This is an optimization exercise on Yosys and OpenROAD, whose aim is small area and a short achievable clock period, not a production implementation. At most, simulation tests tie the RTL to the original design; equivalence was not proved. The clock input has no modelled driver; a real chip could not lean on it and would need a root buffer or a full tree. Power and IR drop assume default switching activity.

## job 3073
==> module flit_queue, before the edit <==
module flit_queue #(
    parameter int width      = 81,
    parameter int tag_w      = 1,
    parameter int depth      = 8,
    parameter bit free_write = 0
) (
    input  logic             clk,
    input  logic             rst,
    input  logic [width-1:0] wr_data,
    input  logic [tag_w-1:0] wr_tag,
    input  logic             wr_en,
    input  logic             wr_en_next,
    input  logic             rd_en,
    output logic [width-1:0] rd_data,
    output logic [tag_w-1:0] head_tag,
    output logic             not_empty_next,
    output logic [tag_w-1:0] head_tag_next,
    output logic             not_empty,
    output logic             full,
    output logic             almost_full
);
    logic [width-1:0] mem [depth];
    logic [tag_w-1:0] tag [depth];
    logic [depth-1:0] wr_oh;
    logic [depth-1:0] rd_oh;
    logic [depth-1:0] rd_oh_next;
    logic [depth:0]   occ;
    logic             do_wr;
    logic             do_rd;
    logic [depth-1:0] wr_oh_d;
    logic [depth:0]   occ_d;
    logic [depth-1:0] wsel;
    logic [tag_w-1:0] next_tag;
    assign do_wr = free_write ? (wr_en && !full) : wr_en;
    assign do_rd = rd_en && not_empty;
    assign not_empty   = !occ[0];
    assign full        = occ[depth];
    assign almost_full = occ[depth-1];
    assign rd_oh_next = {rd_oh[depth-2:0], rd_oh[depth-1]};
    always_comb begin
        next_tag = '0;
        for (int i = 0; i < depth; i++) begin
            next_tag = next_tag | (tag[i] & {tag_w{rd_oh_next[i]}});
        end
    end
    assign wr_oh_d = do_wr ? {wr_oh[depth-2:0], wr_oh[depth-1]} : wr_oh;
    always_comb begin
        if (do_rd) begin
            occ_d = do_wr ? occ : {1'b0, occ[depth:1]};
        end else begin
            occ_d = do_wr ? {occ[depth-1:0], 1'b0} : occ;
        end
    end
    always_ff @(posedge clk) begin
        if (rst) begin
            wr_oh <= depth'(1);
            rd_oh <= depth'(1);
            occ   <= (depth + 1)'(1);
            wsel  <= free_write ? depth'(1) : '0;
        end else begin
            wr_oh <= wr_oh_d;
            if (do_rd) begin
                rd_oh <= rd_oh_next;
            end
            occ   <= occ_d;
            wsel  <= wr_oh_d & {depth{free_write ? !occ_d[depth] : wr_en_next}};
        end
    end
    assign not_empty_next = !rst && !occ_d[0];
    always_comb begin
        if (do_wr && (occ[0] || (occ[1] && do_rd))) begin
            head_tag_next = wr_tag;
        end else if (do_rd) begin
            head_tag_next = next_tag;
        end else begin
            head_tag_next = head_tag;
        end
    end
    always_ff @(posedge clk) begin
        head_tag <= head_tag_next;
    end
    for (genvar i = 0; i < depth; i++) begin : g_slot
        always_ff @(posedge clk) begin
            if (wsel[i]) begin
                mem[i] <= wr_data;
                tag[i] <= wr_tag;
            end
        end
    end
    always_comb begin
        rd_data = '0;
        for (int i = 0; i < depth; i++) begin
            rd_data = rd_data | (mem[i] & {width{rd_oh[i]}});
        end
    end
endmodule
clock: 4.5 ns
lec_check: 0
cap_margin: 20
core_margin: 2
core_utilization: 65
max_routing_layer: met4
setup_slack_margin: 2.6
slew_margin: 20
standard.sh (not shown) runs the stock make flow with config.mk's settings and CLKGATE_MAP_FILE= SYNTH_SCRIPT=/design/flow/synth_recipe.tcl, a recipe that flattens the netlist after the stock synthesis.
==> flow/flow/run.sh <==
#!/bin/bash
# Standard ORFS layout with a few changes to how it is made:
#  - port buffers are plain buffers rather than the resizer's default pick
#  - the clock tree is a three-level tree built by flow/cts_hook.tcl in
#    place of TritonCTS (four root buffers fed by the clock port, sixteen
#    mid buffers, leaf buffers of at most 26 flip-flops each)
#  - before timing repair at that step, output-port flip-flops get their
#    other loads split off behind a buffer and their port buffers moved next
#    to them (flow/split_loads.tcl)
#  - timing repair may resize a cell to a different footprint
# make's full output (every tool it runs) goes to flow_make.log here; ORFS
# also keeps each step's own log under orfs/logs.
set -euo pipefail
export BUFFER_PORTS_ARGS="-buffer_cell sky130_fd_sc_hd__buf_1"
export PRE_CTS_TCL="$PWD/flow/cts_hook.tcl"
bash standard.sh MATCH_CELL_FOOTPRINT=0 finish > flow_make.log 2>&1
Other scripts of this flow, unchanged in this note and not shown: flow/flow/cts_hook.tcl, flow/flow/manual_cts.tcl, flow/flow/split_loads.tcl
In job 3073 the implementation completed, yet the final layout does not meet the checks, the culprit being antenna violations.
Input changes introduced in job 7618 (baseline for comparison: job 3073):
-- flow/design.v --
<<< job 3073, line 39
    logic [depth-1:0] rd_oh;
    logic [depth-1:0] rd_oh_next;
    logic [depth:0]   occ;
    logic             do_wr;
>>> job 7618, line 39
    logic [depth-1:0] rd_oh;
    logic [depth-1:0] rd_oh_next;
    logic [depth-1:0] rd_oh_d;
    logic [depth-1:0] rd_oh_m;
    logic [depth:0]   occ;
    logic             do_wr;
<<< job 3073, line 58
        end
    end
    assign wr_oh_d = do_wr ? {wr_oh[depth-2:0], wr_oh[depth-1]} : wr_oh;
    always_comb begin
>>> job 7618, line 60
        end
    end
    assign rd_oh_d = do_rd ? rd_oh_next : rd_oh;
    assign wr_oh_d = do_wr ? {wr_oh[depth-2:0], wr_oh[depth-1]} : wr_oh;
    always_comb begin
<<< job 3073, line 69
        if (rst) begin
            wr_oh <= depth'(1);
            rd_oh <= depth'(1);
            occ   <= (depth + 1)'(1);
            wsel  <= free_write ? depth'(1) : '0;
        end else begin
            wr_oh <= wr_oh_d;
            if (do_rd) begin
                rd_oh <= rd_oh_next;
            end
            occ   <= occ_d;
            wsel  <= wr_oh_d & {depth{free_write ? !occ_d[depth] : wr_en_next}};
>>> job 7618, line 72
        if (rst) begin
            wr_oh <= depth'(1);
            rd_oh   <= depth'(1);
            rd_oh_m <= '0;
            occ   <= (depth + 1)'(1);
            wsel  <= free_write ? depth'(1) : '0;
        end else begin
            wr_oh <= wr_oh_d;
            rd_oh   <= rd_oh_d;
            rd_oh_m <= rd_oh_d & {depth{!occ_d[0]}};
            occ   <= occ_d;
            wsel  <= wr_oh_d & {depth{free_write ? !occ_d[depth] : wr_en_next}};
<<< job 3073, line 102
        end
    end
    always_comb begin
        rd_data = '0;
        for (int i = 0; i < depth; i++) begin
            rd_data = rd_data | (mem[i] & {width{rd_oh[i]}});
        end
    end
>>> job 7618, line 105
        end
    end
    localparam int lo_w = width / 2;
    always_comb begin
        rd_data = '0;
        for (int i = 0; i < depth; i++) begin
            rd_data[lo_w-1:0] = rd_data[lo_w-1:0] |
                                (mem[i][lo_w-1:0] & {lo_w{rd_oh[i]}});
            rd_data[width-1:lo_w] = rd_data[width-1:lo_w] |
                                    (mem[i][width-1:lo_w] & {(width-lo_w){rd_oh_m[i]}});
        end
    end
- Netlist area before placement: job 7618 vs job 3073 up about 0.8%
- For the fraction of area in registers, job 7618 came in 0.82 points higher than job 3073 did.
- Per the final summary, job 7618 finished and its layout is clean on timing, DRC and antenna.
- Looking at job 3073 and job 7618, the sequential power is a wash.
- From job 3073 to job 7618 the numbers moved as follows: minimum clock period after layout lost 0.012 ns; share of cell area taken by muxes after synthesis neither gained nor lost much; global-route wire length before repair lost 40 mm.
- Relative to job 3073, the number of multi-input combinational cells in the layout measured on job 7618 has increased slightly.
- | sequential cell count | job 7618 vs job 3073 | 32 higher |
- Changes observed in job 7618 relative to job 3073: aggregate routed wire length dropped 9.9%; floorplan die width climbed about 0.4%.
In every run of this note, the design's own scripts or RTL, not TritonCTS, make the clock network.

P:
router, a different RTL version from the one above (not shown whole).
For scale: about 6100 cells after synthesis, ~3100 flip-flops.
==> module flit_queue, before the edit <==
module flit_queue #(
    parameter int width      = 81,
    parameter int tag_w      = 1,
    parameter int depth      = 8,
    parameter bit free_write = 0
) (
    input  logic             clk,
    input  logic             rst,
    input  logic [width-1:0] wr_data,
    input  logic [tag_w-1:0] wr_tag,
    input  logic             wr_en,
    input  logic             wr_en_next,
    input  logic             rd_en,
    output logic [width-1:0] rd_data,
    output logic [tag_w-1:0] head_tag,
    output logic             not_empty,
    output logic             full,
    output logic             almost_full
);
    logic [width-1:0] mem [depth];
    logic [tag_w-1:0] tag [depth];
    logic [depth-1:0] wr_oh;
    logic [depth-1:0] rd_oh;
    logic [depth-1:0] rd_oh_next;
    logic [depth:0]   occ;
    logic             do_wr;
    logic             do_rd;
    logic [depth-1:0] wr_oh_d;
    logic [depth:0]   occ_d;
    logic [depth-1:0] wsel;
    logic [tag_w-1:0] next_tag;
    assign do_wr = free_write ? (wr_en && !full) : wr_en;
    assign do_rd = rd_en && not_empty;
    assign not_empty   = !occ[0];
    assign full        = occ[depth];
    assign almost_full = occ[depth-1];
    assign rd_oh_next = {rd_oh[depth-2:0], rd_oh[depth-1]};
    always_comb begin
        next_tag = '0;
        for (int i = 0; i < depth; i++) begin
            next_tag = next_tag | (tag[i] & {tag_w{rd_oh_next[i]}});
        end
    end
    assign wr_oh_d = do_wr ? {wr_oh[depth-2:0], wr_oh[depth-1]} : wr_oh;
    always_comb begin
        if (do_wr && !do_rd) begin
            occ_d = {occ[depth-1:0], 1'b0};
        end else if (do_rd && !do_wr) begin
            occ_d = {1'b0, occ[depth:1]};
        end else begin
            occ_d = occ;
        end
    end
    always_ff @(posedge clk) begin
        if (rst) begin
            wr_oh <= depth'(1);
            rd_oh <= depth'(1);
            occ   <= (depth + 1)'(1);
            wsel  <= free_write ? depth'(1) : '0;
        end else begin
            wr_oh <= wr_oh_d;
            if (do_rd) begin
                rd_oh <= rd_oh_next;
            end
            occ   <= occ_d;
            wsel  <= wr_oh_d & {depth{free_write ? !occ_d[depth] : wr_en_next}};
        end
    end
    always_ff @(posedge clk) begin
        if (do_wr && (occ[0] || (occ[1] && do_rd))) begin
            head_tag <= wr_tag;
        end else if (do_rd) begin
            head_tag <= next_tag;
        end
    end
    for (genvar i = 0; i < depth; i++) begin : g_slot
        always_ff @(posedge clk) begin
            if (wsel[i]) begin
                mem[i] <= wr_data;
                tag[i] <= wr_tag;
            end
        end
    end
    always_comb begin
        rd_data = '0;
        for (int i = 0; i < depth; i++) begin
            rd_data = rd_data | (mem[i] & {width{rd_oh[i]}});
        end
    end
endmodule
==> module input_port, before the edit <==
module input_port #(
    parameter router_pkg::coord_t cur_x = '0,
    parameter router_pkg::coord_t cur_y = '0
) (
    input  logic              clk,
    input  logic              rst,
    input  router_pkg::flit_t in_flit,
    input  logic              in_valid,
    output router_pkg::flit_t eject_flit,
    output logic              eject_valid,
    output router_pkg::flit_t sw_head,
    output logic              sw_head_y,
    output logic              sw_head_valid,
    input  logic              sw_grant
);
    logic              in_is_eject;
    logic              in_go_y;
    router_pkg::flit_t in_head;
    logic              in_head_eject;
    logic              in_head_y;
    logic              in_not_empty;
    logic              rc_pop;
    router_pkg::flit_t rc_flit;
    logic              rc_dir_y;
    logic              rc_valid;
    logic              rc_valid_d;
    logic              sw_full;
    logic              sw_almost_full;
    route_comp #(
        .cur_x(cur_x),
        .cur_y(cur_y)
    ) rc (
        .flit     (in_flit),
        .is_eject (in_is_eject),
        .go_y     (in_go_y)
    );
    flit_queue #(
        .width      (81),
        .tag_w      (2),
        .depth      (8),
        .free_write (1'b1)
    ) in_queue (
        .clk         (clk),
        .rst         (rst),
        .wr_data     (in_flit),
        .wr_tag      ({in_is_eject, in_go_y}),
        .wr_en       (in_valid),
        .wr_en_next  (1'b0),
        .rd_en       (rc_pop),
        .rd_data     (in_head),
        .head_tag    ({in_head_eject, in_head_y}),
        .not_empty   (in_not_empty),
        .full        (),
        .almost_full ()
    );
    assign rc_pop = in_not_empty && !(sw_full || (sw_almost_full && rc_valid));
    assign rc_valid_d = rc_pop && !in_head_eject;
    always_ff @(posedge clk) begin
        rc_flit  <= in_head;
        rc_dir_y <= in_head_y;
    end
    always_ff @(posedge clk) begin
        if (rst) begin
            rc_valid    <= 1'b0;
            eject_valid <= 1'b0;
        end else begin
            rc_valid    <= rc_valid_d;
            eject_valid <= rc_pop && in_head_eject;
        end
    end
    assign eject_flit = rc_flit;
    flit_queue #(
        .width      (81),
        .tag_w      (1),
        .depth      (8),
        .free_write (1'b0)
    ) sw_queue (
        .clk         (clk),
        .rst         (rst),
        .wr_data     (rc_flit),
        .wr_tag      (rc_dir_y),
        .wr_en       (rc_valid),
        .wr_en_next  (rc_valid_d),
        .rd_en       (sw_grant),
        .rd_data     (sw_head),
        .head_tag    (sw_head_y),
        .not_empty   (sw_head_valid),
        .full        (sw_full),
        .almost_full (sw_almost_full)
    );
endmodule
clock: 4.5 ns
lec_check: 0
cap_margin: 20
core_margin: 2
core_utilization: 65
cts_cluster_diameter: 100
cts_cluster_size: 30
setup_slack_margin: 2.0
slew_margin: 20
run.sh (not shown) runs the stock make flow with config.mk's settings and CLKGATE_MAP_FILE= SYNTH_SCRIPT=/design/flow/synth_recipe.tcl, a recipe that flattens the netlist after the stock synthesis.
Stock flow here: none of the scripts above is used.
--- input diff P..Q ---
--- a/flow/design.v
+++ b/flow/design.v
@@ -22,9 +22,8 @@
     input  logic             rst,
     input  logic [width-1:0] wr_data,
     input  logic [tag_w-1:0] wr_tag,
     input  logic             wr_en,
-    input  logic             wr_en_next,
     input  logic             rd_en,
     output logic [width-1:0] rd_data,
     output logic [tag_w-1:0] head_tag,
     output logic             not_empty,
@@ -38,13 +37,11 @@
     logic [depth-1:0] rd_oh_next;
     logic [depth:0]   occ;
     logic             do_wr;
     logic             do_rd;
-    logic [depth-1:0] wr_oh_d;
-    logic [depth:0]   occ_d;
     logic [depth-1:0] wsel;
     logic [tag_w-1:0] next_tag;
-    assign do_wr = free_write ? (wr_en && !full) : wr_en;
+    assign do_wr = wr_en && !full;
     assign do_rd = rd_en && not_empty;
     assign not_empty   = !occ[0];
     assign full        = occ[depth];
     assign almost_full = occ[depth-1];
@@ -54,31 +51,25 @@
         for (int i = 0; i < depth; i++) begin
             next_tag = next_tag | (tag[i] & {tag_w{rd_oh_next[i]}});
         end
     end
-    assign wr_oh_d = do_wr ? {wr_oh[depth-2:0], wr_oh[depth-1]} : wr_oh;
-    always_comb begin
-        if (do_wr && !do_rd) begin
-            occ_d = {occ[depth-1:0], 1'b0};
-        end else if (do_rd && !do_wr) begin
-            occ_d = {1'b0, occ[depth:1]};
-        end else begin
-            occ_d = occ;
-        end
-    end
     always_ff @(posedge clk) begin
         if (rst) begin
             wr_oh <= depth'(1);
             rd_oh <= depth'(1);
             occ   <= (depth + 1)'(1);
-            wsel  <= free_write ? depth'(1) : '0;
         end else begin
-            wr_oh <= wr_oh_d;
+            if (do_wr) begin
+                wr_oh <= {wr_oh[depth-2:0], wr_oh[depth-1]};
+            end
             if (do_rd) begin
                 rd_oh <= rd_oh_next;
             end
-            occ   <= occ_d;
-            wsel  <= wr_oh_d & {depth{free_write ? !occ_d[depth] : wr_en_next}};
+            if (do_wr && !do_rd) begin
+                occ <= {occ[depth-1:0], 1'b0};
+            end else if (do_rd && !do_wr) begin
+                occ <= {1'b0, occ[depth:1]};
+            end
         end
     end
     always_ff @(posedge clk) begin
         if (do_wr && (occ[0] || (occ[1] && do_rd))) begin
@@ -86,8 +77,9 @@
         end else if (do_rd) begin
             head_tag <= next_tag;
         end
     end
+    assign wsel = free_write ? (wr_oh & {depth{!full}}) : (wr_oh & {depth{do_wr}});
     for (genvar i = 0; i < depth; i++) begin : g_slot
         always_ff @(posedge clk) begin
             if (wsel[i]) begin
                 mem[i] <= wr_data;
@@ -143,9 +135,8 @@
     logic              rc_pop;
     router_pkg::flit_t rc_flit;
     logic              rc_dir_y;
     logic              rc_valid;
-    logic              rc_valid_d;
     logic              sw_full;
     logic              sw_almost_full;
     route_comp #(
         .cur_x(cur_x),
@@ -165,18 +156,16 @@
         .rst         (rst),
         .wr_data     (in_flit),
         .wr_tag      ({in_is_eject, in_go_y}),
         .wr_en       (in_valid),
-        .wr_en_next  (1'b0),
         .rd_en       (rc_pop),
         .rd_data     (in_head),
         .head_tag    ({in_head_eject, in_head_y}),
         .not_empty   (in_not_empty),
         .full        (),
         .almost_full ()
     );
     assign rc_pop = in_not_empty && !(sw_full || (sw_almost_full && rc_valid));
-    assign rc_valid_d = rc_pop && !in_head_eject;
     always_ff @(posedge clk) begin
         rc_flit  <= in_head;
         rc_dir_y <= in_head_y;
     end
@@ -184,9 +173,9 @@
         if (rst) begin
             rc_valid    <= 1'b0;
             eject_valid <= 1'b0;
         end else begin
-            rc_valid    <= rc_valid_d;
+            rc_valid    <= rc_pop && !in_head_eject;
             eject_valid <= rc_pop && in_head_eject;
         end
     end
     assign eject_flit = rc_flit;
@@ -200,9 +189,8 @@
         .rst         (rst),
         .wr_data     (rc_flit),
         .wr_tag      (rc_dir_y),
         .wr_en       (rc_valid),
-        .wr_en_next  (rc_valid_d),
         .rd_en       (sw_grant),
         .rd_data     (sw_head),
         .head_tag    (sw_head_y),
         .not_empty   (sw_head_valid),
==> notes.md <==
- Compared to P, Q has cell area reported after detailed placement about 0.35% lower.
- | share of the core filled with cells | P vs Q | ≈ equal |
- The area added between synthesis and finish reported for Q is greater than that of P by 0.47 points.
- Going from P to Q, die area shrank slightly.
- Diff Q and P: synthesized cell count lower in Q
- On area of all placed cells without fillers, the lower figure sits with Q, not P.
- Compared Q vs P, and number of buffers created by CTS is down in Q.
- Q and P ended up with nearly the same via count of the routed design.
- Comparing Q and P, met1 track utilization from global routing is lower on P.
- In the flow results for Q and P, the average cell area after synthesis is larger on P.
- Number of inverters outside the clock class in the layout (P / Q): 0.48
- When Q is set beside P, its multi-input combinational area share turns out to be 0.20 points smaller.
No run of this note included a check of the RTL's function; only the layout flow was run.

-- what the ideal ports hide --
How much do the figures lean on ideal ports? The routed layouts below were timed once more, with nothing changed but the port constraints.
Step 1, drivers: a clkbuf_16 drives clk and a buf_2 each remaining input, both assumed.
Step 2 also shifts input and output timing later by t, the mid clock arrival at the registers, as if the neighbouring blocks saw the same clock.
a / b / c = no drivers / after step 1 / after step 2; a / b = the first two.
run	t (ns)	setup slack, ns	worst setup path after step 2	slew at the worst register clock pin (ns)
job 3073	0.744	2.513 / 2.308 / 1.708	input to register	0.10 / 0.10
job 7618	0.732	2.525 / 2.329 / 1.926	input to register	0.10 / 0.10
P	0.885	2.015 / 1.919 / 1.445	input to register	0.12 / 0.12
Q	0.874	1.962 / 1.921 / 1.056	input to register	0.12 / 0.12
The setup slack of Q, which loses most, moves by -0.041 ns with the drivers and by -0.906 ns with both steps.
